Source: an optimization exercise on an open RTL-to-GDS flow (aim: small area, a short achievable clock period and few clock cycles per item). Production flows keep margins and buffers that such runs may drop.
Function not checked in this run: the RTL went through the layout flow alone.

`flow/design.v`:
```
    function automatic logic [7:0] get_byte(input logic [127:0] b, input integer n);
        get_byte = b[8*(15-n) +: 8];
    endfunction
    function automatic logic [31:0] get_word(input logic [127:0] b, input integer k);
        get_word = {get_byte(b, k + 12), get_byte(b, k + 8), get_byte(b, k + 4), get_byte(b, k)};
    endfunction
    function automatic logic [7:0] rcon(input logic [3:0] i);
        case (i)
            4'd1:    rcon = 8'h01;
            4'd2:    rcon = 8'h02;
            4'd3:    rcon = 8'h04;
            4'd4:    rcon = 8'h08;
            4'd5:    rcon = 8'h10;
            4'd6:    rcon = 8'h20;
            4'd7:    rcon = 8'h40;
            4'd8:    rcon = 8'h80;
            4'd9:    rcon = 8'h1b;
            4'd10:   rcon = 8'h36;
            default: rcon = 8'h00;
        endcase
    endfunction
`timescale 1ns/1ps
module aes_dec_regs (
    input  logic         clk,
    input  logic         avs_read_i,
    input  logic         avs_write_i,
    input  logic [3:0]   avs_address_i,
    input  logic [31:0]  avs_writedata_i,
    input  logic         decrypt_busy_i,
    input  logic         key_ready_i,
    input  logic [127:0] plaintext_i,
    output logic [31:0]  avs_readdata_o,
    output logic         avs_waitrequest_o,
    output logic         expand_start_o,
    output logic         key_write_o,
    output logic         decrypt_start_o,
    output logic [127:0] cipher_key_o,
    output logic [127:0] ciphertext_o
);
    function automatic logic [7:0] get_byte(input logic [127:0] b, input integer n);
        get_byte = b[8*(15-n) +: 8];
    endfunction
    function automatic logic [31:0] get_word(input logic [127:0] b, input integer k);
        get_word = {get_byte(b, k + 12), get_byte(b, k + 8), get_byte(b, k + 4), get_byte(b, k)};
    endfunction
    function automatic logic [7:0] rcon(input logic [3:0] i);
        case (i)
            4'd1:    rcon = 8'h01;
            4'd2:    rcon = 8'h02;
            4'd3:    rcon = 8'h04;
            4'd4:    rcon = 8'h08;
            4'd5:    rcon = 8'h10;
            4'd6:    rcon = 8'h20;
            4'd7:    rcon = 8'h40;
            4'd8:    rcon = 8'h80;
            4'd9:    rcon = 8'h1b;
            4'd10:   rcon = 8'h36;
            default: rcon = 8'h00;
        endcase
    endfunction
    logic [3:0]   addr;
    logic         sel_key;
    logic         sel_ct;
    logic         sel_exp;
    logic         sel_dec;
    logic         wr_acc;
    logic [127:0] key_q;
    logic [127:0] ct_q;
    assign addr    = avs_address_i;
    assign sel_key = (addr[3:2] == 2'd0);
    assign sel_ct  = (addr[3:2] == 2'd1);
    assign sel_exp = (addr == 4'(8));
    assign sel_dec = (addr == 4'(9));
    assign avs_waitrequest_o = (avs_read_i  && sel_key && decrypt_busy_i) ||
                               (avs_write_i && (sel_key || sel_exp) && decrypt_busy_i) ||
                               (avs_write_i && sel_dec && !key_ready_i);
    assign wr_acc          = avs_write_i && !avs_waitrequest_o;
    assign expand_start_o  = wr_acc && sel_exp;
    assign decrypt_start_o = wr_acc && sel_dec;
    assign key_write_o     = wr_acc && sel_key;
    always_ff @(posedge clk) begin
        for (int k = 0; k < 4; k++) begin
            for (int i = 0; i < 4; i++) begin
                if (wr_acc && sel_key && addr[1:0] == 2'(k)) begin
                    key_q[8*(15-(k+4*i)) +: 8] <= avs_writedata_i[8*i +: 8];
                end
                if (wr_acc && sel_ct && addr[1:0] == 2'(k)) begin
                    ct_q[8*(15-(k+4*i)) +: 8] <= avs_writedata_i[8*i +: 8];
                end
            end
        end
    end
    assign cipher_key_o = key_q;
    assign ciphertext_o = ct_q;
    always_comb begin
        avs_readdata_o = '0;
        if (sel_key) begin
            avs_readdata_o = get_word(plaintext_i, addr[1:0]);
        end
    end
endmodule
`timescale 1ns/1ps
module aes_key_expand (
    input  logic         clk,
    input  logic         rst_n,
    input  logic         expand_start_i,
    input  logic         decrypt_start_i,
    input  logic         decrypt_busy_i,
    input  logic         key_write_i,
    input  logic [127:0] cipher_key_i,
    output logic         key_ready_o,
    output logic         last_round_o,
    output logic [127:0] whiten_key_o,
    output logic [127:0] round_key_o
);
    function automatic logic [7:0] get_byte(input logic [127:0] b, input integer n);
        get_byte = b[8*(15-n) +: 8];
    endfunction
    function automatic logic [31:0] get_word(input logic [127:0] b, input integer k);
        get_word = {get_byte(b, k + 12), get_byte(b, k + 8), get_byte(b, k + 4), get_byte(b, k)};
    endfunction
    function automatic logic [7:0] rcon(input logic [3:0] i);
        case (i)
            4'd1:    rcon = 8'h01;
            4'd2:    rcon = 8'h02;
            4'd3:    rcon = 8'h04;
            4'd4:    rcon = 8'h08;
            4'd5:    rcon = 8'h10;
            4'd6:    rcon = 8'h20;
            4'd7:    rcon = 8'h40;
            4'd8:    rcon = 8'h80;
            4'd9:    rcon = 8'h1b;
            4'd10:   rcon = 8'h36;
            default: rcon = 8'h00;
        endcase
    endfunction
    localparam logic [3:0] LAST_IDX = 4'(10);
    logic [127:0] rk_q;      
    logic [3:0]   idx_q;
    logic         clean_q;   
    logic         walk;      
    logic         last;      
    logic         fast;      
    logic         fwd;       
    logic         fwd_q;     
    logic         fast_q;    
    logic         step_back;
    logic         busy_d;
    logic [3:0]   idx_d;
    logic         clean_d;
    logic [31:0]  k0, k1, k2, k3p;
    logic [31:0]  sub_in;
    logic [31:0]  sub;
    logic [31:0]  t;
    logic [127:0] nxt_key;
    assign {k0, k1, k2, k3p} = rk_q;
    assign walk      = !decrypt_busy_i && (idx_q != LAST_IDX);
    assign last      = decrypt_busy_i && (idx_q == 4'd1);
    assign fast      = last && clean_q;
    assign fwd       = walk || fast;
    assign step_back = decrypt_start_i || (decrypt_busy_i && idx_q != 4'd1);
    assign sub_in = fwd_q ? (k2 ^ k3p) : k3p;
    for (genvar i = 0; i < 4; i++) begin : g_sbox
        aes_sbox u_sbox (.x(sub_in[8*((i+3)%4) +: 8]), .y(sub[8*i +: 8]));
    end
    assign t = k0 ^ sub ^ {rcon(fwd_q ? idx_q + 4'd1 : idx_q), 24'h000000};
    assign nxt_key = {t,
                      k1 ^ (fwd ? t : k0),
                      k1 ^ k2 ^ (fwd ? t : 32'h0),
                      k2 ^ k3p ^ (fwd ? 32'h0 : k1)};
    always_comb begin
        if (expand_start_i) begin
            idx_d = 4'd0;
        end else if (step_back) begin
            idx_d = idx_q - 4'd1;
        end else if (fwd) begin
            idx_d = idx_q + 4'd1;
        end else begin
            idx_d = idx_q;
        end
    end
    assign clean_d = expand_start_i || (clean_q && !key_write_i);
    assign busy_d = decrypt_start_i || (decrypt_busy_i && !last);
    always_ff @(posedge clk) begin
        if (!rst_n) begin
            idx_q   <= LAST_IDX;
            clean_q <= 1'b0;
            fwd_q   <= 1'b0;
            fast_q  <= 1'b0;
        end else begin
            idx_q   <= idx_d;
            clean_q <= clean_d;
            fwd_q   <= (!busy_d && idx_d != LAST_IDX) || (busy_d && idx_d == 4'd1 && clean_d);
            fast_q  <= busy_d && idx_d == 4'd1 && clean_d;
        end
    end
    always_ff @(posedge clk) begin
        if (expand_start_i) begin
            rk_q <= {cipher_key_i[127:32], cipher_key_i[63:32] ^ cipher_key_i[31:0]};
        end else if (step_back || fwd) begin
            rk_q <= nxt_key;
        end
    end
    assign key_ready_o  = (idx_q == LAST_IDX) && !decrypt_busy_i;
    assign last_round_o = (idx_q == 4'd1);
    assign whiten_key_o = {k0, k1, k2, k2 ^ k3p};
    assign round_key_o  = {fast_q ? cipher_key_i[127:96] : t, k0 ^ k1, k1 ^ k2, k3p};
endmodule
`timescale 1ns/1ps
module aes_dec_core (
    input  logic         clk,
    input  logic         rst_n,
    input  logic         decrypt_start_i,
    input  logic         last_round_i,
    input  logic [127:0] ciphertext_i,
    input  logic [127:0] whiten_key_i,
    input  logic [127:0] round_key_i,
    output logic         decrypt_busy_o,
    output logic [127:0] plaintext_o
);
    function automatic logic [7:0] get_byte(input logic [127:0] b, input integer n);
        get_byte = b[8*(15-n) +: 8];
    endfunction
    function automatic logic [31:0] get_word(input logic [127:0] b, input integer k);
        get_word = {get_byte(b, k + 12), get_byte(b, k + 8), get_byte(b, k + 4), get_byte(b, k)};
    endfunction
    function automatic logic [7:0] rcon(input logic [3:0] i);
        case (i)
            4'd1:    rcon = 8'h01;
            4'd2:    rcon = 8'h02;
            4'd3:    rcon = 8'h04;
            4'd4:    rcon = 8'h08;
            4'd5:    rcon = 8'h10;
            4'd6:    rcon = 8'h20;
            4'd7:    rcon = 8'h40;
            4'd8:    rcon = 8'h80;
            4'd9:    rcon = 8'h1b;
            4'd10:   rcon = 8'h36;
            default: rcon = 8'h00;
        endcase
    endfunction
    logic         busy_q;
    logic [127:0] state_q;
    logic [127:0] imc;
    logic [127:0] sub_in;
    logic [127:0] nxt;
    for (genvar c = 0; c < 4; c++) begin : g_imc
        aes_imc_col u_imc (
            .a({state_q[127-32*c-24 -: 8], state_q[127-32*c-16 -: 8],
                state_q[127-32*c-8 -: 8], state_q[127-32*c -: 8]}),
            .y({imc[127-32*c-24 -: 8], imc[127-32*c-16 -: 8],
                imc[127-32*c-8 -: 8], imc[127-32*c -: 8]})
        );
    end
    assign sub_in = busy_q ? imc : (ciphertext_i ^ whiten_key_i);
    for (genvar r = 0; r < 4; r++) begin : g_row
        for (genvar c = 0; c < 4; c++) begin : g_col
            aes_inv_sbox_ark u_isbox (
                .x({round_key_i[8*(15-(r+4*c)) +: 8],
                    sub_in[8*(15-(r+4*((c+4-r)%4))) +: 8]}),
                .y(nxt[8*(15-(r+4*c)) +: 8])
            );
        end
    end
    always_ff @(posedge clk) begin
        if (!rst_n) begin
            busy_q <= 1'b0;
        end else if (decrypt_start_i) begin
            busy_q <= 1'b1;
        end else if (last_round_i) begin
            busy_q <= 1'b0;
        end
    end
    always_ff @(posedge clk) begin
        if (decrypt_start_i || busy_q) begin
            state_q <= nxt;
        end
    end
    assign decrypt_busy_o = busy_q;
    assign plaintext_o    = state_q;
endmodule
module aes_g_xor(input logic a, input logic b, output logic y);
    assign y = a ^ b;
endmodule
module aes_g_xnor(input logic a, input logic b, output logic y);
    assign y = ~(a ^ b);
endmodule
module aes_g_and(input logic a, input logic b, output logic y);
    assign y = a & b;
endmodule
module aes_g_nand(input logic a, input logic b, output logic y);
    assign y = ~(a & b);
endmodule
module aes_g_or(input logic a, input logic b, output logic y);
    assign y = a | b;
endmodule
module aes_g_nor(input logic a, input logic b, output logic y);
    assign y = ~(a | b);
endmodule
module aes_g_andn(input logic a, input logic b, output logic y);
    assign y = ~a & b;
endmodule
module aes_g_nandn(input logic a, input logic b, output logic y);
    assign y = a | ~b;
endmodule
module aes_inv_sbox_ark (
    input  logic [15:0] x,
    output logic [7:0] y
);
    logic P0, P1, P2, P3, P4, P5, P6, P7, P8, P9, P10, P11;
    logic P12, P13, P14, P15, P16, P17, P18, P19, P20, P21, P22, P23;
    logic P24, P25, P26, P27, P28, P29, M1, M2, M3, M4, M5, M6;
    logic M7, M8, M9, M10, M11, M12, M13, M14, M15, M16, M17, M18;
    logic M19, M20, M21, M22, M23, M46, M47, M48, M49, M50, M51, M52;
    logic M53, M54, M55, M56, M57, M58, M59, M60, M61, M62, M63, Q0;
    logic Q1, Q2, Q3, Q4, Q5, Q6, Q7, Q8, Q9, Q10, Q11, Q12;
    logic Q13, Q14, Q15, Q16, Q17, Q18, Q19, Q20, Q21, Q22, Q23, Q24;
    logic Q25, Q26, Q27, Q28, Q29, Q30, Q31, Q32, Q33, Q34, Q35, Q36;
    logic Q37, Q38, Q39, Q40, Q41, Q42, M37, M38, M39, M40, M41, M42;
    logic M43, M44, M45;
    aes_g_xor u0 (.a(x[4]), .b(x[6]), .y(P0));
    aes_g_xor u1 (.a(x[0]), .b(x[1]), .y(P1));
    aes_g_xnor u2 (.a(x[3]), .b(x[4]), .y(P2));
    aes_g_xor u3 (.a(x[6]), .b(x[7]), .y(P3));
    aes_g_xor u4 (.a(P0), .b(P1), .y(P4));
    aes_g_xor u5 (.a(x[2]), .b(x[5]), .y(P5));
    aes_g_xor u6 (.a(x[0]), .b(x[3]), .y(P6));
    aes_g_xor u7 (.a(x[3]), .b(x[6]), .y(P7));
    aes_g_xor u8 (.a(x[7]), .b(P0), .y(P8));
    aes_g_xor u9 (.a(P1), .b(P3), .y(P9));
    aes_g_xor u10 (.a(x[1]), .b(x[2]), .y(P10));
    aes_g_xor u11 (.a(x[0]), .b(x[5]), .y(P11));
    aes_g_xor u12 (.a(x[2]), .b(x[3]), .y(P12));
    aes_g_xor u13 (.a(x[2]), .b(x[7]), .y(P13));
    aes_g_xnor u14 (.a(x[4]), .b(x[7]), .y(P14));
    aes_g_xor u15 (.a(x[1]), .b(x[5]), .y(P15));
    aes_g_xnor u16 (.a(P3), .b(P6), .y(P16));
    aes_g_xor u17 (.a(x[7]), .b(P5), .y(P17));
    aes_g_xnor u18 (.a(x[5]), .b(P2), .y(P18));
    aes_g_xor u19 (.a(P7), .b(P15), .y(P19));
    aes_g_xor u20 (.a(P1), .b(P7), .y(P20));
    aes_g_xor u21 (.a(P0), .b(P11), .y(P21));
    aes_g_xor u22 (.a(P1), .b(P2), .y(P22));
    aes_g_xnor u23 (.a(P2), .b(P10), .y(P23));
    aes_g_xnor u24 (.a(P0), .b(P5), .y(P24));
    aes_g_xnor u25 (.a(x[0]), .b(P2), .y(P25));
    aes_g_xor u26 (.a(P4), .b(P13), .y(P26));
    aes_g_xor u27 (.a(P9), .b(P12), .y(P27));
    aes_g_xor u28 (.a(x[3]), .b(P8), .y(P28));
    aes_g_xnor u29 (.a(x[5]), .b(P4), .y(P29));
    aes_g_nor u30 (.a(P9), .b(P24), .y(M1));
    aes_g_nor u31 (.a(P14), .b(P8), .y(M2));
    aes_g_xnor u32 (.a(P27), .b(M1), .y(M3));
    aes_g_nor u33 (.a(P4), .b(P17), .y(M4));
    aes_g_xor u34 (.a(M4), .b(M1), .y(M5));
    aes_g_nor u35 (.a(P22), .b(P19), .y(M6));
    aes_g_nor u36 (.a(P0), .b(P25), .y(M7));
    aes_g_xnor u37 (.a(P21), .b(M6), .y(M8));
    aes_g_nor u38 (.a(P20), .b(P29), .y(M9));
    aes_g_xor u39 (.a(M9), .b(M6), .y(M10));
    aes_g_nor u40 (.a(P2), .b(P26), .y(M11));
    aes_g_nor u41 (.a(P28), .b(P23), .y(M12));
    aes_g_xor u42 (.a(M12), .b(M11), .y(M13));
    aes_g_nor u43 (.a(P3), .b(P16), .y(M14));
    aes_g_xor u44 (.a(M14), .b(M11), .y(M15));
    aes_g_xor u45 (.a(M3), .b(M2), .y(M16));
    aes_g_xnor u46 (.a(M5), .b(P6), .y(M17));
    aes_g_xor u47 (.a(M8), .b(M7), .y(M18));
    aes_g_xor u48 (.a(M10), .b(M15), .y(M19));
    aes_g_xor u49 (.a(M16), .b(M13), .y(M20));
    aes_g_xor u50 (.a(M17), .b(M15), .y(M21));
    aes_g_xor u51 (.a(M18), .b(M13), .y(M22));
    aes_g_xnor u52 (.a(M19), .b(P18), .y(M23));
    aes_g_andn u53 (.a(P24), .b(M44), .y(M46));
    aes_g_andn u54 (.a(P8), .b(M40), .y(M47));
    aes_g_andn u55 (.a(P17), .b(M39), .y(M48));
    aes_g_andn u56 (.a(P19), .b(M43), .y(M49));
    aes_g_andn u57 (.a(P25), .b(M38), .y(M50));
    aes_g_andn u58 (.a(P29), .b(M37), .y(M51));
    aes_g_andn u59 (.a(P26), .b(M42), .y(M52));
    aes_g_andn u60 (.a(P23), .b(M45), .y(M53));
    aes_g_andn u61 (.a(P16), .b(M41), .y(M54));
    aes_g_andn u62 (.a(P9), .b(M44), .y(M55));
    aes_g_andn u63 (.a(P14), .b(M40), .y(M56));
    aes_g_andn u64 (.a(P4), .b(M39), .y(M57));
    aes_g_andn u65 (.a(P22), .b(M43), .y(M58));
    aes_g_andn u66 (.a(P0), .b(M38), .y(M59));
    aes_g_andn u67 (.a(P20), .b(M37), .y(M60));
    aes_g_andn u68 (.a(P2), .b(M42), .y(M61));
    aes_g_andn u69 (.a(P28), .b(M45), .y(M62));
    aes_g_andn u70 (.a(P3), .b(M41), .y(M63));
    aes_g_xor u71 (.a(M52), .b(M61), .y(Q0));
    aes_g_xor u72 (.a(M58), .b(Q0), .y(Q1));
    aes_g_xor u73 (.a(M59), .b(Q1), .y(Q2));
    aes_g_xor u74 (.a(M54), .b(M62), .y(Q3));
    aes_g_xor u75 (.a(M47), .b(M50), .y(Q4));
    aes_g_xor u76 (.a(M48), .b(M56), .y(Q5));
    aes_g_xor u77 (.a(Q2), .b(Q3), .y(Q6));
    aes_g_xor u78 (.a(M57), .b(M63), .y(Q7));
    aes_g_xor u79 (.a(M60), .b(Q4), .y(Q8));
    aes_g_xor u80 (.a(M49), .b(Q5), .y(Q9));
    aes_g_xor u81 (.a(M46), .b(M51), .y(Q10));
    aes_g_xor u82 (.a(M50), .b(M53), .y(Q11));
    aes_g_xor u83 (.a(Q8), .b(Q9), .y(Q12));
    aes_g_xor u84 (.a(Q2), .b(Q11), .y(Q13));
    aes_g_xor u85 (.a(M59), .b(x[14]), .y(Q14));
    aes_g_xor u86 (.a(M54), .b(M63), .y(Q15));
    aes_g_xor u87 (.a(M48), .b(x[12]), .y(Q16));
    aes_g_xor u88 (.a(M51), .b(x[15]), .y(Q17));
    aes_g_xor u89 (.a(M57), .b(x[13]), .y(Q18));
    aes_g_xor u90 (.a(x[10]), .b(Q4), .y(Q19));
    aes_g_xor u91 (.a(M55), .b(M61), .y(Q20));
    aes_g_xor u92 (.a(Q5), .b(Q7), .y(Q21));
    aes_g_xor u93 (.a(M49), .b(Q17), .y(Q22));
    aes_g_xor u94 (.a(M55), .b(Q15), .y(Q23));
    aes_g_xor u95 (.a(M49), .b(x[9]), .y(Q24));
    aes_g_xor u96 (.a(x[8]), .b(Q7), .y(Q25));
    aes_g_xor u97 (.a(M46), .b(Q16), .y(Q26));
    aes_g_xor u98 (.a(Q10), .b(Q19), .y(Q27));
    aes_g_xor u99 (.a(Q14), .b(Q23), .y(Q28));
    aes_g_xor u100 (.a(x[11]), .b(Q10), .y(Q29));
    aes_g_xor u101 (.a(Q20), .b(Q25), .y(Q30));
    aes_g_xor u102 (.a(M62), .b(Q24), .y(Q31));
    aes_g_xor u103 (.a(Q3), .b(Q12), .y(Q32));
    aes_g_xor u104 (.a(Q21), .b(Q29), .y(Q33));
    aes_g_xor u105 (.a(Q0), .b(Q12), .y(Q34));
    aes_g_xor u106 (.a(Q1), .b(Q18), .y(Q35));
    aes_g_xor u107 (.a(Q28), .b(Q34), .y(Q36));
    aes_g_xor u108 (.a(Q32), .b(Q35), .y(Q37));
    aes_g_xor u109 (.a(Q13), .b(Q33), .y(Q38));
    aes_g_xor u110 (.a(Q13), .b(Q31), .y(Q39));
    aes_g_xor u111 (.a(Q6), .b(Q26), .y(Q40));
    aes_g_xor u112 (.a(Q6), .b(Q22), .y(Q41));
    aes_g_xor u113 (.a(Q6), .b(Q27), .y(Q42));
    aes_gf16_inv u_inv (.d({M23, M22, M21, M20}), .e({M45, M44, M43, M42, M41, M40, M39, M38, M37}));
    assign y[0] = Q30;
    assign y[1] = Q39;
    assign y[2] = Q42;
    assign y[3] = Q38;
    assign y[4] = Q40;
    assign y[5] = Q37;
    assign y[6] = Q36;
    assign y[7] = Q41;
endmodule
module aes_gf16_inv (
    input  logic [3:0] d,
    output logic [8:0] e
);
    aes_gf16_inv_b0 u0 (.d(d), .e(e[0]));
    aes_gf16_inv_b1 u1 (.d(d), .e(e[1]));
    aes_gf16_inv_b2 u2 (.d(d), .e(e[2]));
    aes_gf16_inv_b3 u3 (.d(d), .e(e[3]));
    aes_gf16_inv_b4 u4 (.d(d), .e(e[4]));
    aes_gf16_inv_b5 u5 (.d(d), .e(e[5]));
    aes_gf16_inv_b6 u6 (.d(d), .e(e[6]));
    aes_gf16_inv_b7 u7 (.d(d), .e(e[7]));
    aes_gf16_inv_b8 u8 (.d(d), .e(e[8]));
endmodule
module aes_gf16_inv_b0 (input logic [3:0] d, output logic e);
    localparam logic [15:0] TT = 16'h8aec;
    assign e = TT[d];
endmodule
module aes_gf16_inv_b1 (input logic [3:0] d, output logic e);
    localparam logic [15:0] TT = 16'he4c6;
    assign e = TT[d];
endmodule
module aes_gf16_inv_b2 (input logic [3:0] d, output logic e);
    localparam logic [15:0] TT = 16'hf360;
    assign e = TT[d];
endmodule
module aes_gf16_inv_b3 (input logic [3:0] d, output logic e);
    localparam logic [15:0] TT = 16'haf90;
    assign e = TT[d];
endmodule
module aes_gf16_inv_b4 (input logic [3:0] d, output logic e);
    localparam logic [15:0] TT = 16'h4b56;
    assign e = TT[d];
endmodule
module aes_gf16_inv_b5 (input logic [3:0] d, output logic e);
    localparam logic [15:0] TT = 16'h798c;
    assign e = TT[d];
endmodule
module aes_gf16_inv_b6 (input logic [3:0] d, output logic e);
    localparam logic [15:0] TT = 16'h6e2a;
    assign e = TT[d];
endmodule
module aes_gf16_inv_b7 (input logic [3:0] d, output logic e);
    localparam logic [15:0] TT = 16'h5cf0;
    assign e = TT[d];
endmodule
module aes_gf16_inv_b8 (input logic [3:0] d, output logic e);
    localparam logic [15:0] TT = 16'h32da;
    assign e = TT[d];
endmodule
module aes_sbox (
    input  logic [7:0] x,
    output logic [7:0] y
);
    logic T1, T2, T3, T4, T5, T6, T7, T8, T9, T10, T11, T12;
    logic T13, T14, T15, T16, T17, T18, T19, T20, T21, T22, T23, T24;
    logic T25, T26, T27, M1, M2, M3, M4, M5, M6, M7, M8, M9;
    logic M10, M11, M12, M13, M14, M15, M16, M17, M18, M19, M20, M21;
    logic M22, M23, M24, M25, M26, M27, M28, M29, M30, M31, M32, M33;
    logic M34, M35, M36, M37, M38, M39, M40, M41, M42, M43, M44, M45;
    logic M46, M47, M48, M49, M50, M51, M52, M53, M54, M55, M56, M57;
    logic M58, M59, M60, M61, M62, M63, L0, L1, L2, L3, L4, L5;
    logic L6, L7, L8, L9, L10, L11, L12, L13, L14, L15, L16, L17;
    logic L18, L19, L20, L21, L22, L23, L24, L25, L26, L27, L28, L29;
    logic S0, S1, S2, S3, S4, S5, S6, S7;
    aes_g_xnor u0 (.a(x[7]), .b(x[4]), .y(T1));
    aes_g_xnor u1 (.a(x[7]), .b(x[2]), .y(T2));
    aes_g_xnor u2 (.a(x[7]), .b(x[1]), .y(T3));
    aes_g_xnor u3 (.a(x[4]), .b(x[2]), .y(T4));
    aes_g_xor u4 (.a(x[3]), .b(x[1]), .y(T5));
    aes_g_xor u5 (.a(T1), .b(T5), .y(T6));
    aes_g_xor u6 (.a(x[6]), .b(x[5]), .y(T7));
    aes_g_xor u7 (.a(x[0]), .b(T6), .y(T8));
    aes_g_xnor u8 (.a(x[0]), .b(T7), .y(T9));
    aes_g_xor u9 (.a(T6), .b(T7), .y(T10));
    aes_g_xor u10 (.a(x[6]), .b(x[2]), .y(T11));
    aes_g_xor u11 (.a(x[5]), .b(x[2]), .y(T12));
    aes_g_xnor u12 (.a(T3), .b(T4), .y(T13));
    aes_g_xnor u13 (.a(T6), .b(T11), .y(T14));
    aes_g_xnor u14 (.a(T5), .b(T11), .y(T15));
    aes_g_xnor u15 (.a(T5), .b(T12), .y(T16));
    aes_g_xnor u16 (.a(T9), .b(T16), .y(T17));
    aes_g_xor u17 (.a(x[4]), .b(x[0]), .y(T18));
    aes_g_xor u18 (.a(T7), .b(T18), .y(T19));
    aes_g_xor u19 (.a(T1), .b(T19), .y(T20));
    aes_g_xor u20 (.a(x[1]), .b(x[0]), .y(T21));
    aes_g_xnor u21 (.a(T7), .b(T21), .y(T22));
    aes_g_xnor u22 (.a(T2), .b(T22), .y(T23));
    aes_g_xor u23 (.a(T2), .b(T10), .y(T24));
    aes_g_xor u24 (.a(T20), .b(T17), .y(T25));
    aes_g_xor u25 (.a(T3), .b(T16), .y(T26));
    aes_g_xor u26 (.a(T1), .b(T12), .y(T27));
    aes_g_nor u27 (.a(T13), .b(T6), .y(M1));
    aes_g_nor u28 (.a(T23), .b(T8), .y(M2));
    aes_g_xor u29 (.a(T14), .b(M1), .y(M3));
    aes_g_nand u30 (.a(T19), .b(x[0]), .y(M4));
    aes_g_xnor u31 (.a(M4), .b(M1), .y(M5));
    aes_g_nor u32 (.a(T3), .b(T16), .y(M6));
    aes_g_nor u33 (.a(T22), .b(T9), .y(M7));
    aes_g_xor u34 (.a(T26), .b(M6), .y(M8));
    aes_g_nor u35 (.a(T20), .b(T17), .y(M9));
    aes_g_xor u36 (.a(M9), .b(M6), .y(M10));
    aes_g_nor u37 (.a(T1), .b(T15), .y(M11));
    aes_g_nor u38 (.a(T4), .b(T27), .y(M12));
    aes_g_xor u39 (.a(M12), .b(M11), .y(M13));
    aes_g_nor u40 (.a(T2), .b(T10), .y(M14));
    aes_g_xor u41 (.a(M14), .b(M11), .y(M15));
    aes_g_xor u42 (.a(M3), .b(M2), .y(M16));
    aes_g_xor u43 (.a(M5), .b(T24), .y(M17));
    aes_g_xor u44 (.a(M8), .b(M7), .y(M18));
    aes_g_xor u45 (.a(M10), .b(M15), .y(M19));
    aes_g_xor u46 (.a(M16), .b(M13), .y(M20));
    aes_g_xor u47 (.a(M17), .b(M15), .y(M21));
    aes_g_xor u48 (.a(M18), .b(M13), .y(M22));
    aes_g_xor u49 (.a(M19), .b(T25), .y(M23));
    aes_g_xnor u50 (.a(M22), .b(M23), .y(M24));
    aes_g_nand u51 (.a(M22), .b(M20), .y(M25));
    aes_g_xor u52 (.a(M21), .b(M25), .y(M26));
    aes_g_xnor u53 (.a(M20), .b(M21), .y(M27));
    aes_g_xor u54 (.a(M23), .b(M25), .y(M28));
    aes_g_nor u55 (.a(M28), .b(M27), .y(M29));
    aes_g_nor u56 (.a(M26), .b(M24), .y(M30));
    aes_g_nand u57 (.a(M20), .b(M23), .y(M31));
    aes_g_nor u58 (.a(M27), .b(M31), .y(M32));
    aes_g_xor u59 (.a(M27), .b(M25), .y(M33));
    aes_g_nand u60 (.a(M21), .b(M22), .y(M34));
    aes_g_nor u61 (.a(M24), .b(M34), .y(M35));
    aes_g_xor u62 (.a(M24), .b(M25), .y(M36));
    aes_g_xnor u63 (.a(M21), .b(M29), .y(M37));
    aes_g_xnor u64 (.a(M32), .b(M33), .y(M38));
    aes_g_xor u65 (.a(M23), .b(M30), .y(M39));
    aes_g_xnor u66 (.a(M35), .b(M36), .y(M40));
    aes_g_xnor u67 (.a(M38), .b(M40), .y(M41));
    aes_g_xor u68 (.a(M37), .b(M39), .y(M42));
    aes_g_xnor u69 (.a(M37), .b(M38), .y(M43));
    aes_g_xor u70 (.a(M39), .b(M40), .y(M44));
    aes_g_xnor u71 (.a(M42), .b(M41), .y(M45));
    aes_g_nor u72 (.a(M44), .b(T6), .y(M46));
    aes_g_nor u73 (.a(M40), .b(T8), .y(M47));
    aes_g_nand u74 (.a(M39), .b(x[0]), .y(M48));
    aes_g_nor u75 (.a(M43), .b(T16), .y(M49));
    aes_g_nor u76 (.a(M38), .b(T9), .y(M50));
    aes_g_nor u77 (.a(M37), .b(T17), .y(M51));
    aes_g_nor u78 (.a(M42), .b(T15), .y(M52));
    aes_g_nor u79 (.a(M45), .b(T27), .y(M53));
    aes_g_nor u80 (.a(M41), .b(T10), .y(M54));
    aes_g_nor u81 (.a(M44), .b(T13), .y(M55));
    aes_g_nor u82 (.a(M40), .b(T23), .y(M56));
    aes_g_nand u83 (.a(M39), .b(T19), .y(M57));
    aes_g_nor u84 (.a(M43), .b(T3), .y(M58));
    aes_g_nor u85 (.a(M38), .b(T22), .y(M59));
    aes_g_nor u86 (.a(M37), .b(T20), .y(M60));
    aes_g_nor u87 (.a(M42), .b(T1), .y(M61));
    aes_g_nor u88 (.a(M45), .b(T4), .y(M62));
    aes_g_nor u89 (.a(M41), .b(T2), .y(M63));
    aes_g_xor u90 (.a(M61), .b(M62), .y(L0));
    aes_g_xor u91 (.a(M50), .b(M56), .y(L1));
    aes_g_xnor u92 (.a(M46), .b(M48), .y(L2));
    aes_g_xor u93 (.a(M47), .b(M55), .y(L3));
    aes_g_xor u94 (.a(M54), .b(M58), .y(L4));
    aes_g_xor u95 (.a(M49), .b(M61), .y(L5));
    aes_g_xor u96 (.a(M62), .b(L5), .y(L6));
    aes_g_xor u97 (.a(M46), .b(L3), .y(L7));
    aes_g_xor u98 (.a(M51), .b(M59), .y(L8));
    aes_g_xor u99 (.a(M52), .b(M53), .y(L9));
    aes_g_xor u100 (.a(M53), .b(L4), .y(L10));
    aes_g_xor u101 (.a(M60), .b(L2), .y(L11));
    aes_g_xnor u102 (.a(M48), .b(M51), .y(L12));
    aes_g_xor u103 (.a(M50), .b(L0), .y(L13));
    aes_g_xor u104 (.a(M52), .b(M61), .y(L14));
    aes_g_xor u105 (.a(M55), .b(L1), .y(L15));
    aes_g_xor u106 (.a(M56), .b(L0), .y(L16));
    aes_g_xnor u107 (.a(M57), .b(L1), .y(L17));
    aes_g_xor u108 (.a(M58), .b(L8), .y(L18));
    aes_g_xor u109 (.a(M63), .b(L4), .y(L19));
    aes_g_xor u110 (.a(L0), .b(L1), .y(L20));
    aes_g_xor u111 (.a(L1), .b(L7), .y(L21));
    aes_g_xor u112 (.a(L3), .b(L12), .y(L22));
    aes_g_xor u113 (.a(L18), .b(L2), .y(L23));
    aes_g_xor u114 (.a(L15), .b(L9), .y(L24));
    aes_g_xor u115 (.a(L6), .b(L10), .y(L25));
    aes_g_xor u116 (.a(L7), .b(L9), .y(L26));
    aes_g_xor u117 (.a(L8), .b(L10), .y(L27));
    aes_g_xor u118 (.a(L11), .b(L14), .y(L28));
    aes_g_xor u119 (.a(L11), .b(L17), .y(L29));
    aes_g_xor u120 (.a(L6), .b(L24), .y(S0));
    aes_g_xnor u121 (.a(L16), .b(L26), .y(S1));
    aes_g_xnor u122 (.a(L19), .b(L28), .y(S2));
    aes_g_xor u123 (.a(L6), .b(L21), .y(S3));
    aes_g_xor u124 (.a(L20), .b(L22), .y(S4));
    aes_g_xor u125 (.a(L25), .b(L29), .y(S5));
    aes_g_xnor u126 (.a(L13), .b(L27), .y(S6));
    aes_g_xnor u127 (.a(L6), .b(L23), .y(S7));
    assign y[0] = S7;
    assign y[1] = S6;
    assign y[2] = S5;
    assign y[3] = S4;
    assign y[4] = S3;
    assign y[5] = S2;
    assign y[6] = S1;
    assign y[7] = S0;
endmodule
module aes_imc_col (
    input  logic [31:0] a,
    output logic [31:0] y
);
    logic T0, T1, T2, T3, T4, T5, T6, T7, T8, T9, T10, T11;
    logic T12, T13, T14, T15, T16, T17, T18, T19, T20, T21, T22, T23;
    logic T24, T25, T26, T27, T28, T29, T30, T31, T32, T33, T34, T35;
    logic T36, T37, T38, T39, T40, T41, T42, T43, T44, T45, T46, T47;
    logic T48, T49, T50, T51, T52, T53, T54, T55, T56, T57, T58, T59;
    logic T60, T61, T62, T63, T64, T65, T66, T67, T68, T69, T70, T71;
    logic T72, T73, T74, T75, T76, T77, T78, T79, T80, T81, T82, T83;
    logic T84, T85, T86, T87, T88, T89, T90, T91, T92, T93, T94, T95;
    logic T96, T97, T98, T99, T100, T101, T102, T103, T104, T105, T106, T107;
    logic T108, T109, T110, T111, T112, T113, T114, T115, T116, T117, T118, T119;
    logic T120, T121, T122, T123, T124, T125, T126, T127, T128, T129, T130, T131;
    logic T132, T133, T134, T135, T136, T137, T138, T139, T140, T141, T142, T143;
    logic T144, T145, T146, T147, T148, T149, T150, T151, T152, T153, T154, T155;
    logic T156, T157, T158, T159, T160, T161, T162, T163, T164, T165, T166, T167;
    logic T168, T169, T170, T171, T172;
    aes_g_xor u0 (.a(a[13]), .b(a[29]), .y(T0));
    aes_g_xor u1 (.a(a[5]), .b(a[21]), .y(T1));
    aes_g_xor u2 (.a(a[6]), .b(a[22]), .y(T2));
    aes_g_xor u3 (.a(a[14]), .b(a[30]), .y(T3));
    aes_g_xor u4 (.a(T0), .b(T1), .y(T4));
    aes_g_xor u5 (.a(a[11]), .b(a[23]), .y(T5));
    aes_g_xor u6 (.a(a[7]), .b(a[27]), .y(T6));
    aes_g_xor u7 (.a(a[19]), .b(a[31]), .y(T7));
    aes_g_xor u8 (.a(a[3]), .b(a[15]), .y(T8));
    aes_g_xor u9 (.a(a[18]), .b(T3), .y(T9));
    aes_g_xor u10 (.a(a[10]), .b(T2), .y(T10));
    aes_g_xor u11 (.a(a[1]), .b(T4), .y(T11));
    aes_g_xor u12 (.a(a[9]), .b(a[25]), .y(T12));
    aes_g_xor u13 (.a(a[4]), .b(a[20]), .y(T13));
    aes_g_xor u14 (.a(a[12]), .b(a[28]), .y(T14));
    aes_g_xor u15 (.a(a[0]), .b(a[16]), .y(T15));
    aes_g_xor u16 (.a(a[8]), .b(a[24]), .y(T16));
    aes_g_xor u17 (.a(a[26]), .b(T10), .y(T17));
    aes_g_xor u18 (.a(a[2]), .b(T9), .y(T18));
    aes_g_xor u19 (.a(T5), .b(T7), .y(T19));
    aes_g_xor u20 (.a(T6), .b(T8), .y(T20));
    aes_g_xor u21 (.a(a[17]), .b(T12), .y(T21));
    aes_g_xor u22 (.a(a[7]), .b(a[23]), .y(T22));
    aes_g_xor u23 (.a(a[15]), .b(a[31]), .y(T23));
    aes_g_xor u24 (.a(a[17]), .b(T2), .y(T24));
    aes_g_xor u25 (.a(T15), .b(T16), .y(T25));
    aes_g_xor u26 (.a(T13), .b(T14), .y(T26));
    aes_g_xor u27 (.a(T19), .b(T20), .y(T27));
    aes_g_xor u28 (.a(T3), .b(T4), .y(T28));
    aes_g_xor u29 (.a(T11), .b(T21), .y(T29));
    aes_g_xor u30 (.a(T17), .b(T18), .y(T30));
    aes_g_xor u31 (.a(T11), .b(T24), .y(T31));
    aes_g_xor u32 (.a(a[15]), .b(a[23]), .y(T32));
    aes_g_xor u33 (.a(a[7]), .b(a[31]), .y(T33));
    aes_g_xor u34 (.a(a[23]), .b(a[31]), .y(T34));
    aes_g_xor u35 (.a(a[7]), .b(a[15]), .y(T35));
    aes_g_xor u36 (.a(a[2]), .b(a[17]), .y(T36));
    aes_g_xor u37 (.a(T5), .b(T8), .y(T37));
    aes_g_xor u38 (.a(a[4]), .b(T7), .y(T38));
    aes_g_xor u39 (.a(T5), .b(T6), .y(T39));
    aes_g_xor u40 (.a(T15), .b(T23), .y(T40));
    aes_g_xor u41 (.a(T2), .b(T14), .y(T41));
    aes_g_xor u42 (.a(T3), .b(T13), .y(T42));
    aes_g_xor u43 (.a(T2), .b(T16), .y(T43));
    aes_g_xor u44 (.a(T16), .b(T22), .y(T44));
    aes_g_xor u45 (.a(T0), .b(T8), .y(T45));
    aes_g_xor u46 (.a(T1), .b(T23), .y(T46));
    aes_g_xor u47 (.a(T0), .b(T22), .y(T47));
    aes_g_xor u48 (.a(a[26]), .b(T25), .y(T48));
    aes_g_xor u49 (.a(T1), .b(T39), .y(T49));
    aes_g_xor u50 (.a(T4), .b(T43), .y(T50));
    aes_g_xor u51 (.a(a[6]), .b(T26), .y(T51));
    aes_g_xor u52 (.a(a[22]), .b(T26), .y(T52));
    aes_g_xor u53 (.a(T17), .b(T40), .y(T53));
    aes_g_xor u54 (.a(T18), .b(T44), .y(T54));
    aes_g_xor u55 (.a(T27), .b(T41), .y(T55));
    aes_g_xor u56 (.a(T28), .b(T32), .y(T56));
    aes_g_xor u57 (.a(T27), .b(T42), .y(T57));
    aes_g_xor u58 (.a(a[13]), .b(a[30]), .y(T58));
    aes_g_xor u59 (.a(a[5]), .b(a[22]), .y(T59));
    aes_g_xor u60 (.a(a[4]), .b(a[28]), .y(T60));
    aes_g_xor u61 (.a(a[7]), .b(a[30]), .y(T61));
    aes_g_xor u62 (.a(a[1]), .b(a[9]), .y(T62));
    aes_g_xor u63 (.a(a[12]), .b(a[20]), .y(T63));
    aes_g_xor u64 (.a(a[1]), .b(a[25]), .y(T64));
    aes_g_xor u65 (.a(a[21]), .b(a[29]), .y(T65));
    aes_g_xor u66 (.a(a[14]), .b(a[23]), .y(T66));
    aes_g_xor u67 (.a(a[5]), .b(a[14]), .y(T67));
    aes_g_xor u68 (.a(a[8]), .b(a[16]), .y(T68));
    aes_g_xor u69 (.a(a[3]), .b(a[10]), .y(T69));
    aes_g_xor u70 (.a(a[2]), .b(a[19]), .y(T70));
    aes_g_xor u71 (.a(a[15]), .b(a[30]), .y(T71));
    aes_g_xor u72 (.a(a[12]), .b(a[21]), .y(T72));
    aes_g_xor u73 (.a(a[0]), .b(a[8]), .y(T73));
    aes_g_xor u74 (.a(a[11]), .b(a[18]), .y(T74));
    aes_g_xor u75 (.a(a[5]), .b(a[28]), .y(T75));
    aes_g_xor u76 (.a(a[16]), .b(a[24]), .y(T76));
    aes_g_xor u77 (.a(a[9]), .b(a[24]), .y(T77));
    aes_g_xor u78 (.a(a[9]), .b(a[26]), .y(T78));
    aes_g_xor u79 (.a(a[14]), .b(a[31]), .y(T79));
    aes_g_xor u80 (.a(a[25]), .b(T3), .y(T80));
    aes_g_xor u81 (.a(T7), .b(T69), .y(T81));
    aes_g_xor u82 (.a(T15), .b(T33), .y(T82));
    aes_g_xor u83 (.a(T34), .b(T68), .y(T83));
    aes_g_xor u84 (.a(a[24]), .b(T15), .y(T84));
    aes_g_xor u85 (.a(a[12]), .b(T13), .y(T85));
    aes_g_xor u86 (.a(a[29]), .b(T63), .y(T86));
    aes_g_xor u87 (.a(a[16]), .b(T35), .y(T87));
    aes_g_xor u88 (.a(T33), .b(T76), .y(T88));
    aes_g_xor u89 (.a(T6), .b(T12), .y(T89));
    aes_g_xor u90 (.a(a[0]), .b(T35), .y(T90));
    aes_g_xor u91 (.a(T7), .b(T75), .y(T91));
    aes_g_xor u92 (.a(a[28]), .b(T13), .y(T92));
    aes_g_xor u93 (.a(a[21]), .b(T58), .y(T93));
    aes_g_xor u94 (.a(T6), .b(T14), .y(T94));
    aes_g_xor u95 (.a(a[13]), .b(T59), .y(T95));
    aes_g_xor u96 (.a(a[27]), .b(T36), .y(T96));
    aes_g_xor u97 (.a(a[29]), .b(T67), .y(T97));
    aes_g_xor u98 (.a(T12), .b(T70), .y(T98));
    aes_g_xor u99 (.a(T3), .b(T12), .y(T99));
    aes_g_xor u100 (.a(a[20]), .b(T14), .y(T100));
    aes_g_xor u101 (.a(a[6]), .b(T65), .y(T101));
    aes_g_xor u102 (.a(a[0]), .b(T34), .y(T102));
    aes_g_xor u103 (.a(a[13]), .b(T60), .y(T103));
    aes_g_xor u104 (.a(a[8]), .b(T82), .y(T104));
    aes_g_xor u105 (.a(T9), .b(T25), .y(T105));
    aes_g_xor u106 (.a(T38), .b(T94), .y(T106));
    aes_g_xor u107 (.a(a[20]), .b(T45), .y(T107));
    aes_g_xor u108 (.a(T19), .b(T92), .y(T108));
    aes_g_xor u109 (.a(T10), .b(T96), .y(T109));
    aes_g_xor u110 (.a(T45), .b(T72), .y(T110));
    aes_g_xor u111 (.a(a[25]), .b(T83), .y(T111));
    aes_g_xor u112 (.a(T20), .b(T74), .y(T112));
    aes_g_xor u113 (.a(T4), .b(T81), .y(T113));
    aes_g_xor u114 (.a(T46), .b(T61), .y(T114));
    aes_g_xor u115 (.a(T10), .b(T64), .y(T115));
    aes_g_xor u116 (.a(T88), .b(T99), .y(T116));
    aes_g_xor u117 (.a(T37), .b(T98), .y(T117));
    aes_g_xor u118 (.a(T24), .b(T78), .y(T118));
    aes_g_xor u119 (.a(T37), .b(T100), .y(T119));
    aes_g_xor u120 (.a(T46), .b(T66), .y(T120));
    aes_g_xor u121 (.a(T47), .b(T79), .y(T121));
    aes_g_xor u122 (.a(T77), .b(T90), .y(T122));
    aes_g_xor u123 (.a(T36), .b(T80), .y(T123));
    aes_g_xor u124 (.a(T20), .b(T85), .y(T124));
    aes_g_xor u125 (.a(T19), .b(T25), .y(T125));
    aes_g_xor u126 (.a(T9), .b(T62), .y(T126));
    aes_g_xor u127 (.a(T21), .b(T73), .y(T127));
    aes_g_xor u128 (.a(T47), .b(T71), .y(T128));
    aes_g_xor u129 (.a(T11), .b(T116), .y(T129));
    aes_g_xor u130 (.a(T50), .b(T102), .y(T130));
    aes_g_xor u131 (.a(T28), .b(T117), .y(T131));
    aes_g_xor u132 (.a(T89), .b(T105), .y(T132));
    aes_g_xor u133 (.a(T18), .b(T106), .y(T133));
    aes_g_xor u134 (.a(T49), .b(T103), .y(T134));
    aes_g_xor u135 (.a(T52), .b(T121), .y(T135));
    aes_g_xor u136 (.a(T51), .b(T128), .y(T136));
    aes_g_xor u137 (.a(T109), .b(T125), .y(T137));
    aes_g_xor u138 (.a(T52), .b(T114), .y(T138));
    aes_g_xor u139 (.a(T48), .b(T112), .y(T139));
    aes_g_xor u140 (.a(T51), .b(T120), .y(T140));
    aes_g_xor u141 (.a(T18), .b(T119), .y(T141));
    aes_g_xor u142 (.a(T38), .b(T110), .y(T142));
    aes_g_xor u143 (.a(T50), .b(T87), .y(T143));
    aes_g_xor u144 (.a(T49), .b(T86), .y(T144));
    aes_g_xor u145 (.a(T28), .b(T104), .y(T145));
    aes_g_xor u146 (.a(T17), .b(T124), .y(T146));
    aes_g_xor u147 (.a(T91), .b(T107), .y(T147));
    aes_g_xor u148 (.a(T17), .b(T108), .y(T148));
    aes_g_xor u149 (.a(T11), .b(T137), .y(T149));
    aes_g_xor u150 (.a(T55), .b(T93), .y(T150));
    aes_g_xor u151 (.a(T53), .b(T123), .y(T151));
    aes_g_xor u152 (.a(T29), .b(T146), .y(T152));
    aes_g_xor u153 (.a(T54), .b(T118), .y(T153));
    aes_g_xor u154 (.a(T53), .b(T126), .y(T154));
    aes_g_xor u155 (.a(T56), .b(T84), .y(T155));
    aes_g_xor u156 (.a(T56), .b(T127), .y(T156));
    aes_g_xor u157 (.a(T30), .b(T142), .y(T157));
    aes_g_xor u158 (.a(T30), .b(T147), .y(T158));
    aes_g_xor u159 (.a(T29), .b(T148), .y(T159));
    aes_g_xor u160 (.a(T55), .b(T97), .y(T160));
    aes_g_xor u161 (.a(T31), .b(T139), .y(T161));
    aes_g_xor u162 (.a(T48), .b(T131), .y(T162));
    aes_g_xor u163 (.a(T30), .b(T144), .y(T163));
    aes_g_xor u164 (.a(T29), .b(T133), .y(T164));
    aes_g_xor u165 (.a(T54), .b(T115), .y(T165));
    aes_g_xor u166 (.a(T30), .b(T134), .y(T166));
    aes_g_xor u167 (.a(T31), .b(T122), .y(T167));
    aes_g_xor u168 (.a(T29), .b(T141), .y(T168));
    aes_g_xor u169 (.a(T57), .b(T101), .y(T169));
    aes_g_xor u170 (.a(T31), .b(T111), .y(T170));
    aes_g_xor u171 (.a(T113), .b(T132), .y(T171));
    aes_g_xor u172 (.a(T57), .b(T95), .y(T172));
    assign y[0] = T143;
    assign y[1] = T156;
    assign y[2] = T154;
    assign y[3] = T149;
    assign y[4] = T168;
    assign y[5] = T157;
    assign y[6] = T172;
    assign y[7] = T140;
    assign y[8] = T155;
    assign y[9] = T170;
    assign y[10] = T153;
    assign y[11] = T171;
    assign y[12] = T159;
    assign y[13] = T163;
    assign y[14] = T150;
    assign y[15] = T135;
    assign y[16] = T130;
    assign y[17] = T129;
    assign y[18] = T151;
    assign y[19] = T161;
    assign y[20] = T164;
    assign y[21] = T158;
    assign y[22] = T169;
    assign y[23] = T138;
    assign y[24] = T145;
    assign y[25] = T167;
    assign y[26] = T165;
    assign y[27] = T162;
    assign y[28] = T152;
    assign y[29] = T166;
    assign y[30] = T160;
    assign y[31] = T136;
endmodule
`timescale 1ns/1ps
module aes_dec_top (
    input  logic        clk,
    input  logic        rst_n,
    input  logic        avs_read_i,
    input  logic        avs_write_i,
    input  logic [3:0]  avs_address_i,
    input  logic [31:0] avs_writedata_i,
    output logic [31:0] avs_readdata_o,
    output logic        avs_waitrequest_o
);
    logic         expand_start;
    logic         key_write;
    logic         decrypt_start;
    logic         decrypt_busy;
    logic         key_ready;
    logic         last_round;
    logic [127:0] cipher_key;
    logic [127:0] ciphertext;
    logic [127:0] plaintext;
    logic [127:0] whiten_key;
    logic [127:0] round_key;
    aes_dec_regs i_aes_dec_regs (
        .clk               (clk),
        .avs_read_i        (avs_read_i),
        .avs_write_i       (avs_write_i),
        .avs_address_i     (avs_address_i),
        .avs_writedata_i   (avs_writedata_i),
        .decrypt_busy_i    (decrypt_busy),
        .key_ready_i       (key_ready),
        .plaintext_i       (plaintext),
        .avs_readdata_o    (avs_readdata_o),
        .avs_waitrequest_o (avs_waitrequest_o),
        .expand_start_o    (expand_start),
        .key_write_o       (key_write),
        .decrypt_start_o   (decrypt_start),
        .cipher_key_o      (cipher_key),
        .ciphertext_o      (ciphertext)
    );
    aes_key_expand i_aes_key_expand (
        .clk             (clk),
        .rst_n           (rst_n),
        .expand_start_i  (expand_start),
        .decrypt_start_i (decrypt_start),
        .decrypt_busy_i  (decrypt_busy),
        .key_write_i     (key_write),
        .cipher_key_i    (cipher_key),
        .key_ready_o     (key_ready),
        .last_round_o    (last_round),
        .whiten_key_o    (whiten_key),
        .round_key_o     (round_key)
    );
    aes_dec_core i_aes_dec_core (
        .clk             (clk),
        .rst_n           (rst_n),
        .decrypt_start_i (decrypt_start),
        .last_round_i    (last_round),
        .ciphertext_i    (ciphertext),
        .whiten_key_i    (whiten_key),
        .round_key_i     (round_key),
        .decrypt_busy_o  (decrypt_busy),
        .plaintext_o     (plaintext)
    );
endmodule
```
`flow/run.sh`:
```
#!/bin/bash
# synth_recipe.tcl (not shown) runs the flow's synth.tcl, then flattens the netlist and writes it again
# the make line also repeats each setting of config.mk as NAME=value (left out here)
make -C /OpenROAD-flow-scripts/flow DESIGN_CONFIG=/design/flow/config.mk WORK_HOME=/design/flow/orfs CLKGATE_MAP_FILE= SYNTH_SCRIPT=/design/flow/synth_recipe.tcl finish
```
`flow/config.mk`:
```
export PLATFORM = sky130hd
export DESIGN_NAME = aes_dec_top
export DESIGN_NICKNAME = aes_dec_top
export VERILOG_FILES = /design/flow/design.v
export SDC_FILE = /design/flow/constraint.sdc
export NUM_CORES = 8
export LEC_CHECK = 0
export CAP_MARGIN = 20
export CORE_MARGIN = 2
export CORE_UTILIZATION = 30
export SETUP_SLACK_MARGIN = 1.4
export SLEW_MARGIN = 20
export SYNTH_HIERARCHICAL = 1
```
`flow/constraint.sdc`:
```
create_clock -name core_clock -period 9.0 [get_ports {clk}]
set_input_delay 1.8000 -clock core_clock [delete_from_list [all_inputs] [get_ports {clk}]]
set_output_delay 1.8000 -clock core_clock [all_outputs]
set_load 0.01 [all_outputs]
```
==> run notes <==
-- repair_timing --
| item | CTS | global route |
|---|---|---|
| gates cloned | 0 | 0 |
| resized for setup | 21 | 115 |
| endpoints found under the setup margin | 55 | 117 |
| pin swaps | 1 | 3 |
| buffers inserted | 0 | 8 |
-- sequential cells by signal (all words and copies together), names as in the netlist --
name,flops
i_aes_dec_regs.ct_q,128
i_aes_key_expand.idx_q,4
i_aes_key_expand.fast_q,1
i_aes_dec_core.busy_q,1
i_aes_key_expand.clean_q,1
i_aes_key_expand.fwd_q,1
i_aes_key_expand.rk_q,128
i_aes_dec_regs.key_q,128
i_aes_dec_core.state_q,128
-- per-module statistics from Yosys (local to each module, per instance), excerpt --
module,times used,flops+latches
aes_gf16_inv_b8,16,0
aes_gf16_inv_b2,16,0
aes_gf16_inv_b3,16,0
aes_g_andn,288,0
aes_gf16_inv_b5,16,0
aes_inv_sbox_ark,16,0
aes_dec_core,1,129
aes_g_xnor,304,0
aes_g_nand,24,0
aes_g_xor,2156,0
aes_gf16_inv_b4,16,0
aes_imc_col,4,0
aes_gf16_inv_b7,16,0
aes_g_nor,256,0
aes_key_expand,1,135
-- cell type report --
type / instances / area (µm²) / area share
inverter: 157 / 589.3 / 0.009143
clock buffer: 73 / 1592 / 0.02469
tap: 2624 / 3283 / 0.05094
timing repair buffer: 207 / 1854 / 0.02877
antenna: 2 / 5.005 / 0.00007765
sequential: 520 / 15540 / 0.2411
multi-input combinational: 4743 / 41200 / 0.6392
clock inverter: 38 / 390.4 / 0.006057
-- cells in the final DEF, fill, tap and decap left out, drive strengths merged, types with 3 or more instances in the layout --
| cell | count |
|---|---|
| a21oi | 39 |
| buf | 137 |
| nor3 | 12 |
| a21boi | 4 |
| ha | 104 |
| and3b | 3 |
| mux4 | 80 |
| o22a | 16 |
| o2bb2ai | 16 |
| nor4b | 37 |
| o21a | 5 |
| nand3b | 3 |
| bufinv | 5 |
| xnor2 | 489 |
| a221o | 16 |
| mux2 | 52 |
| xor2 | 2410 |
| o21ai | 271 |
| clkinv | 22 |
| a21o | 17 |
| clkinvlp | 10 |
| and3 | 19 |
| clkbuf | 73 |
| clkdlybuf4s50 | 70 |
| nor2 | 289 |
| edfxtp | 512 |
| inv | 158 |
| nor2b | 361 |
| nand3 | 4 |
| nand2 | 379 |
| nand2b | 23 |
| or2 | 4 |
| a211o | 17 |
| o31ai | 7 |
| a31oi | 35 |
| nor3b | 6 |
| dfxtp | 8 |
-- path summary, 6_finish.rpt --
| path | from | end | slack (ns) | cells after the start |
|---|---|---|---|---|
| max | i_aes_key_expand.rk_q[17]$_DFFE_PP_ | i_aes_dec_core.state_q[126]$_DFFE_PP_ | 1.72 | 25 |
| min | i_aes_dec_regs.key_q[86]$_DFFE_PP_ | i_aes_key_expand.rk_q[86]$_DFFE_PP_ | 0.53 | 2 |
| min reg2reg | i_aes_dec_regs.key_q[86]$_DFFE_PP_ | i_aes_key_expand.rk_q[86]$_DFFE_PP_ | 0.53 | 2 |
| max reg2reg | i_aes_key_expand.rk_q[17]$_DFFE_PP_ | i_aes_dec_core.state_q[126]$_DFFE_PP_ | 1.72 | 25 |
-- per-stage QoR --
stage / hold WS [ns]
2_1_floorplan: 0.4984
3_3_place_gp: 0.5027
5_1_grt: 0.5427
3_5_place_dp: 0.5133
6_report: 0.5291
4_1_cts: 0.5190
-- critical path, cell delays in order, from the launching register on --
cell	delay [ns]
edfxtp_1	0.63
xnor2_1	0.54
xor2_2	0.34
xor2_2	0.33
xor2_1	0.29
nor2_1	0.10
xor2_1	0.27
xor2_1	0.20
xor2_1	0.41
xnor2_1	0.21
xor2_1	0.19
xnor2_1	0.41
xnor2_1	0.21
xnor2_1	0.18
nor2_1	0.19
xor2_1	0.37
xor2_1	0.23
xnor2_1	0.17
xnor2_1	0.15
inv_1	0.07
and4_1	0.19
or2_2	0.34
o21ai_0	0.50
xor2_1	0.23
xor2_1	0.20
xor2_1	0.09
-- metal layers --
layer	part of all wire	vias to the layer above
li1	-	18320
met1	0.43	19340
met2	0.47	1179
met3	0.059	226
met4	0.044	0
met5	0	-
-- logic make-up (layout without fill, tap and decap cells) --
logic type                 Yosys count  after routing  share of synthesized area
and+or+nand+nor                   1153           1153                     0.1349
xor gates and xnor gates          2899           2899                     0.4310
buffers and inverters              534            475                    0.05610
muxes                              134            134                    0.04105
other                                0              2                          0
DFF                                520            520                     0.2636
adders and majority gates          104            104                    0.02208
AOI/OAI and AO/OA                  453            453                    0.05122
==> flow_summary.json <==
{
  "status": "complete, no violations",
  "grt_use_met1": 0.2343,
  "antenna_found_initial": 8,
  "drive_above_1_share": 0.1567,
  "cp_max_fo": 5,
  "yosysUniqueCellTypes": 68,
  "cts_hold_buffers": 0,
  "synth_ff_type": "edfxtp_1",
  "synth_area_um2": 58920,
  "grt_util_met2": 0.2912,
  "dieArea_um2": 200000,
  "track_usage": 0.1767,
  "cap_violations": 0,
  "dpl_cell_area_um2": 61300,
  "fin_tns_setup_ns": 0,
  "nets": 5833,
  "wl_um": 181100,
  "pre_cts_slack_ns": 0.7953,
  "cts_root_buffer": "clkbuf_16",
  "hold_path.class": "flip-flop to flip-flop",
  "clk_path_buf_depth": 3,
  "grt_pass1_wl_um": 261600,
  "yosysWarnings": 9,
  "layout-area-overhead-vs-synth_pct": 9.383,
  "setup_ws_ns": 1.718,
  "syn_inst": 5797,
  "num_io_pins": 73,
  "synthArstFlopShare": 0,
  "ys_seq_elements": 520,
  "maxSlewHeadroom": 0.2396,
  "clkLatencyLatePin_ns": 0.70,
  "fin_skew_ns": 0.04814,
  "core_area_um2": 195000,
  "syn_avg_cell_area_um2": 10.16,
  "synth_common_cells": "xor2_1, edfxtp_1, xnor2_1",
  "critPathKind": "flip-flop to flip-flop",
  "drc_errors": 0,
  "fin_util": 0.3305,
  "yosysSeqAreaShare": 0.2636,
  "cts.clk_slew.worst_paths_ns": 0.06,
  "synth-edff-count": 512,
  "antenna_left": 0,
  "gp_congestion": 0.9571,
  "chipWidth_um": 447.2,
  "cp-start-kind": "flip-flop",
  "row_count": 162,
  "final_cell_area_um2": 64450,
  "synth_area_leaders": "xor2_1, edfxtp_1, xnor2_1",
  "max_freq_mhz": 137.3,
  "post-place-cells": 8241,
  "setup_violations": 0,
  "start_util": 0.3022,
  "viasPerCell": 4.670,
  "gr-total-overflow": 0,
  "grt_max_degree": 203,
  "numCtsBuffers": 60,
  "cts_tree": "done",
  "cp.arrival_ns": 7.71,
  "globalRoute.busiestLayer": "met2",
  "slew_viol_final": 0,
  "synth.most_common_cell": "xor2_1",
  "die_h_um": 447.2,
  "hpwl_um": 144700,
  "grt_use_met3": 0.02160,
  "stdcell_count": 8364,
  "critical_path_required_ns": 9.43,
  "critPathCaptureType": "flip-flop",
  "rsz0062_at_grt": "yes",
  "h-tree-depth": 2,
  "wl_per_cell_um": 21.65,
  "clock_sinks": 520,
  "yosysTopAreaCell": "xor2_1",
  "hold_viol_final": 0,
  "vias": 39060,
  "numPortBuffers": 72,
  "fillCellCount": 19950,
  "tightest_slew_ns": 1.129,
  "dr.pass1.iters": 5,
  "initialDrtViolationCount": 3445,
  "syn_nets": 5941,
  "yosysTopAreaCellShare": 0.3581,
  "first_global_vias": 38680,
  "finalCritPeriodShare": 0.8091,
  "period_needed_ns": 7.282
}

-- port drivers added, routing unchanged --
The flow's constraints put no driver on any port. The routed layout listed below was extracted and timed again, unchanged, in two steps. Step 1: set_driving_cell puts a clkbuf_16 on clk and a buf_2 on each other input, an assumption about the parent block. Step 2, shift: input delay + t, output delay - t, t = (earliest + latest rising clock arrival at the registers) / 2. This alone moves slack from input paths to output paths. Three values: ideal, step 1, step 2; two values: the first two.
t, ns: 0.765
setup WS [ns]: 1.718 / 1.718 / 1.718
hold slack, ns: 0.529 / 0.529 / 0.529
worst setup path after step 2: register to register
After both steps this run still meets setup and hold. The setup slack of this run moves by 0.000 ns with the drivers and by 0.000 ns with both steps.
